What follows belongs to an exercise in optimizing a design on an open flow for small area, a short achievable clock period and few clock cycles; a production flow would make more cautious choices.
Function was checked by simulation only, so behaviour that the tests miss may differ from the original.

Setup of run a:
// antialiased_line_rasterizer_core
module antialiased_line_rasterizer_core #(
    parameter int COORD_BITS = 12,
    parameter int FRAC_BITS  = 12
) (
    input  logic clk,
    input  logic rst_n,
    input  logic s_axis_tvalid,
    output logic s_axis_tready,
    input  logic [((4*COORD_BITS+7)/8)*8-1:0] s_axis_tdata,
    input  logic s_axis_tuser,
    output logic m_axis_tvalid,
    input  logic m_axis_tready,
    output logic [((2*COORD_BITS+48+7)/8)*8-1:0] m_axis_tdata,
    output logic m_axis_tlast,
    input  logic cfg_we,
    input  logic [23:0] cfg_wdata
);
Size in the first run: about 4,300 cells after synthesis, roughly 150 I/O pins, ~0.040 mm2 of cells after synthesis.
==> flow/config.mk <==
export PLATFORM = sky130hd
export DESIGN_NAME = antialiased_line_rasterizer_core
export DESIGN_NICKNAME = antialiased_line_rasterizer_core
export VERILOG_FILES = /design/flow/design.v
export SDC_FILE = /design/flow/constraint.sdc
export NUM_CORES = 4
export LEC_CHECK = 0
export ABC_CLOCK_PERIOD_IN_PS = 4500
export CAP_MARGIN = 5
export CORE_MARGIN = 2
export CORE_UTILIZATION = 60
export CTS_CLUSTER_DIAMETER = 80
export CTS_CLUSTER_SIZE = 30
export SETUP_SLACK_MARGIN = 5
export SLEW_MARGIN = 5
==> flow/constraint.sdc <==
create_clock -name core_clock -period 10.5 [get_ports {clk}]
set_input_delay 2.1000 -clock core_clock [delete_from_list [all_inputs] [get_ports {clk}]]
set_output_delay 2.1000 -clock core_clock [all_outputs]
set_load 0.01 [all_outputs]
standard.sh (not shown) runs the stock make flow with config.mk's settings and CLKGATE_MAP_FILE= SYNTH_SCRIPT=/design/flow/synth_recipe.tcl, a recipe that flattens the netlist after the stock synthesis.
==> flow/flow/run.sh <==
#!/bin/bash
# Own layout flow: the standard layout (standard.sh, unchanged synthesis
# and steps) with plain sky130_fd_sc_hd__buf_1 cells as the port buffers
# instead of the default delay buffers. make's full output goes to
# standard_make.log here; ORFS keeps each step's log under orfs/logs.
set -euo pipefail
bash standard.sh "BUFFER_PORTS_ARGS=-buffer_cell sky130_fd_sc_hd__buf_1" finish > standard_make.log 2>&1
Testbench counts of run a, summed over its fixed seeds: cycles 18,817.
--- input diff run a..run b ---
- removing CTS_CLUSTER_DIAMETER (formerly 80)
- changing SLEW_MARGIN from 5 to 20
- changing CAP_MARGIN from 5 to 20
- removing CTS_CLUSTER_SIZE (formerly 30)
==> flow/flow/run.sh <==
#!/bin/bash
set -euo pipefail
bash standard.sh "BUFFER_PORTS_ARGS=-buffer_cell sky130_fd_sc_hd__buf_1" SETUP_SLACK_MARGIN=5.5 finish > standard_make.log 2>&1
Notes after the runs:
- Run b | stages: all done | timing, DRC, antenna: all pass
- When run b is set beside run a, its fmax turns out to be about 2.4% larger.
- Run b vs. run a: sequential portion of the cell area went down by 1.5 points.
- Final setup skew: run b < run a
- Delta (run b minus run a): non-clock buffer count shows an increase of 38%; total wire length +about 8%; global-route usage increased by 2.1 points relative to the old numbers.
- Diff run a -> run b: number of gates given a new drive strength after cts saw an increase; first-iteration DRC count saw an increase.
- Re setup-violating endpoint count in the final report: no difference whatsoever between run a and run b.


antialiased_line_rasterizer_core again, from the RTL that the note above started with.
==> flow/config.mk <==
export PLATFORM = sky130hd
export DESIGN_NAME = antialiased_line_rasterizer_core
export DESIGN_NICKNAME = antialiased_line_rasterizer_core
export VERILOG_FILES = /design/flow/design.v
export SDC_FILE = /design/flow/constraint.sdc
export NUM_CORES = 4
export LEC_CHECK = 0
export ABC_CLOCK_PERIOD_IN_PS = 4500
export CAP_MARGIN = 20
export CORE_MARGIN = 2
export CORE_UTILIZATION = 70
export SETUP_SLACK_MARGIN = 5
export SLEW_MARGIN = 20
==> flow/constraint.sdc <==
create_clock -name core_clock -period 10.5 [get_ports {clk}]
set_input_delay 2.1000 -clock core_clock [delete_from_list [all_inputs] [get_ports {clk}]]
set_output_delay 2.1000 -clock core_clock [all_outputs]
set_load 0.01 [all_outputs]
==> flow/flow/run.sh <==
#!/bin/bash
# Own layout flow: the standard layout (standard.sh, unchanged synthesis
# and steps) with plain sky130_fd_sc_hd__buf_1 cells as the port buffers
# instead of the default delay buffers. make's full output goes to
# standard_make.log here; ORFS keeps each step's log under orfs/logs.
set -euo pipefail
bash standard.sh "BUFFER_PORTS_ARGS=-buffer_cell sky130_fd_sc_hd__buf_1" finish > standard_make.log 2>&1
The starting point ran to the end with no violations.
Testbench counts at the start, summed over its fixed seeds: cycles 18,817.
Edit:
Settings changed: CORE_UTILIZATION 70 to 60, CTS_CLUSTER_DIAMETER set to 80, CTS_CLUSTER_SIZE set to 30.
Final area came out lower by 2.0%.
Area after synthesis does not change.
Synthesized cell count is unchanged.
Sequential cell count stays the same.
Worst setup slack improves by 0.095 ns.
Worst hold slack improves by 0.033 ns.
Edit:
Settings changed: ABC_AREA set to 1, CTS_CLUSTER_DIAMETER 80 to not set, CTS_CLUSTER_SIZE 30 to not set.
Result: Worst setup slack gets better by 0.21 ns; cell area climbs by a few percent; register-to-register slack gets better by 0.21 ns; utilization went down by 0.80 points; sequential cell count does not change.
Edit:
Settings changed: ABC_AREA 1 to not set.
Result: Via count drops by about a fifth; critical path depth stays the same; register-to-register slack gets worse by 0.17 ns; first-iteration DRC count came out lower by a quarter to a third; maximum frequency goes down by a few percent; utilization is higher by 1.9 points; clock-buffer cell count grows by 6; final cell count falls by about a fifth; synthesized cell count drops by about a fifth.
Edit:
Settings changed: CTS_CLUSTER_DIAMETER set to 80, CTS_CLUSTER_SIZE set to 40.
Die area is unchanged.
Wire length went down by 1.1%.
Final area falls by 1.5%.
Final cell count goes down by about 0.9%.
Critical path depth does not change.
Clock-buffer cell count went down by 32.
Worst setup slack is worse by 0.029 ns.
Non-clock buffer count fell by 9.


run A:
antialiased_line_rasterizer_core again, from the RTL that the note above started with.
==> flow/config.mk <==
export PLATFORM = sky130hd
export DESIGN_NAME = antialiased_line_rasterizer_core
export DESIGN_NICKNAME = antialiased_line_rasterizer_core
export VERILOG_FILES = /design/flow/design.v
export SDC_FILE = /design/flow/constraint.sdc
export NUM_CORES = 4
export LEC_CHECK = 0
export ABC_CLOCK_PERIOD_IN_PS = 4500
export CAP_MARGIN = 20
export CORE_MARGIN = 2
export CORE_UTILIZATION = 60
export SETUP_SLACK_MARGIN = 5
export SLEW_MARGIN = 20
export TNS_END_PERCENT = 0
==> flow/constraint.sdc <==
create_clock -name core_clock -period 10.5 [get_ports {clk}]
set_input_delay 2.1000 -clock core_clock [delete_from_list [all_inputs] [get_ports {clk}]]
set_output_delay 2.1000 -clock core_clock [all_outputs]
set_load 0.01 [all_outputs]
Scripts as last shown in full above: flow/flow/run.sh
Testbench counts of run A, summed over its fixed seeds: cycles 18,817.
Input-level comparison between run B and run A:
Settings: TNS_END_PERCENT no longer set, was 0; ABC_CLOCK_PERIOD_IN_PS now 5500, was 4500.
Notes after the runs:
- Compared with run A, run B shows design area that has gone up slightly.
- Run B vs. run A: global-route usage fell 0.17 points; post-layout utilization of the core rose 0.48 points; number of gates resized after CTS rose 1; detailed placement HPWL fell 2.0%.
- Status: non-clock buffer contribution to total cell area parity (run A, run B)
- Re max-cap violation count: no difference whatsoever between run A and run B.
- Sort run B and run A by sequential share of layout area, descending, and run A comes first.


## main
antialiased_line_rasterizer_core, a different RTL version from the one above (not shown whole).
Size in the first run: roughly 4400 cells after synthesis, ~460 flip-flops, roughly 150 I/O pins, about 40000 um2 of cells after synthesis.
export LEC_CHECK = 0
export ABC_CLOCK_PERIOD_IN_PS = 4500
export CAP_MARGIN = 20
export CORE_MARGIN = 2
export CORE_UTILIZATION = 60
export SETUP_SLACK_MARGIN = 5
export SLEW_MARGIN = 20
create_clock -name core_clock -period 10.5 [get_ports {clk}]
==> flow/flow/run.sh <==
#!/bin/bash
set -euo pipefail
bash standard.sh "BUFFER_PORTS_ARGS=-buffer_cell sky130_fd_sc_hd__buf_1" SETUP_SLACK_MARGIN=5.3 finish > standard_make.log 2>&1
No stage failed in main, and the final checks on the layout all came back clean.
Testbench counts of main, summed over its fixed seeds: cycles 18,817.
Input-level comparison between the feature branch and main:
==> flow/flow/run.sh <==
#!/bin/bash
# Own layout flow: the standard layout (standard.sh, unchanged synthesis
# and steps) with plain sky130_fd_sc_hd__buf_1 cells as the port buffers
# instead of the default delay buffers. make's full output goes to
# standard_make.log here; ORFS keeps each step's log under orfs/logs.
set -euo pipefail
bash standard.sh "BUFFER_PORTS_ARGS=-buffer_cell sky130_fd_sc_hd__buf_1" finish > standard_make.log 2>&1
[summary]
In summary, the feature branch completed successfully, with a layout that passed the timing, DRC and antenna checks.
main → the feature branch: post-layout net count went down, minimum period implied by the final worst setup slack lower, worst-margin pin slew dropped 0.015 ns, cell count now sits lower, global-route usage has decreased.
Compared with main, the feature branch shows portion of the clock cycle consumed by the worst path in the final layout lower by 0.24 points.

separate check: timing with driven ports:
The results above use ideal ports. As a check the final layouts listed here were re-extracted and re-timed, cells and wires unchanged. Step 1 assumes that a clkbuf_16 drives the clock port and a buf_2 every other input. Step 2 moves the port delays by t, midway between the first and last clock arrival at a register: inputs arrive t later, outputs are due t later. That takes back most of the time a late clock gives input paths. a / b / c = ideal ports / drivers / drivers and shift; a / b = the first two.
| run | t, ns | setup slack, ns | worst setup path after step 2 | clock arrival spread, ns |
|---|---|---|---|---|
| run a of note 1 | 0.653 | 5.076 / 5.076 / 5.076 | register to register | 0.046 / 0.045 |
| run b of note 1 | 0.678 | 5.200 / 5.200 / 5.200 | register to register | 0.024 / 0.024 |
| the first run of note 2 | 0.702 | 4.972 / 4.972 / 4.972 | register to register | 0.069 / 0.069 |
| the second run of note 2 | 0.647 | 5.067 / 5.067 / 5.067 | register to register | 0.054 / 0.053 |
| the third run of note 2 | 0.678 | 5.276 / 5.232 / 5.276 | register to register | 0.067 / 0.068 |
| the fourth run of note 2 | 0.700 | 5.101 / 5.101 / 5.101 | register to register | 0.079 / 0.079 |
| the fifth run of note 2 | 0.649 | 5.073 / 5.073 / 5.073 | register to register | 0.048 / 0.048 |
| run A of note 3 | 0.671 | 4.999 / 4.999 / 4.999 | register to register | 0.029 / 0.030 |
| run B of note 3 | 0.700 | 5.101 / 5.101 / 5.101 | register to register | 0.079 / 0.079 |
| main | 0.685 | 4.897 / 4.897 / 4.897 | register to register | 0.045 / 0.045 |
| the feature branch | 0.691 | 4.922 / 4.922 / 4.876 | input to register | 0.050 / 0.050 |
After both steps setup and hold are still met in every run listed. The setup slack of the feature branch, which loses most, moves by 0.000 ns with the drivers and by -0.046 ns with both steps.
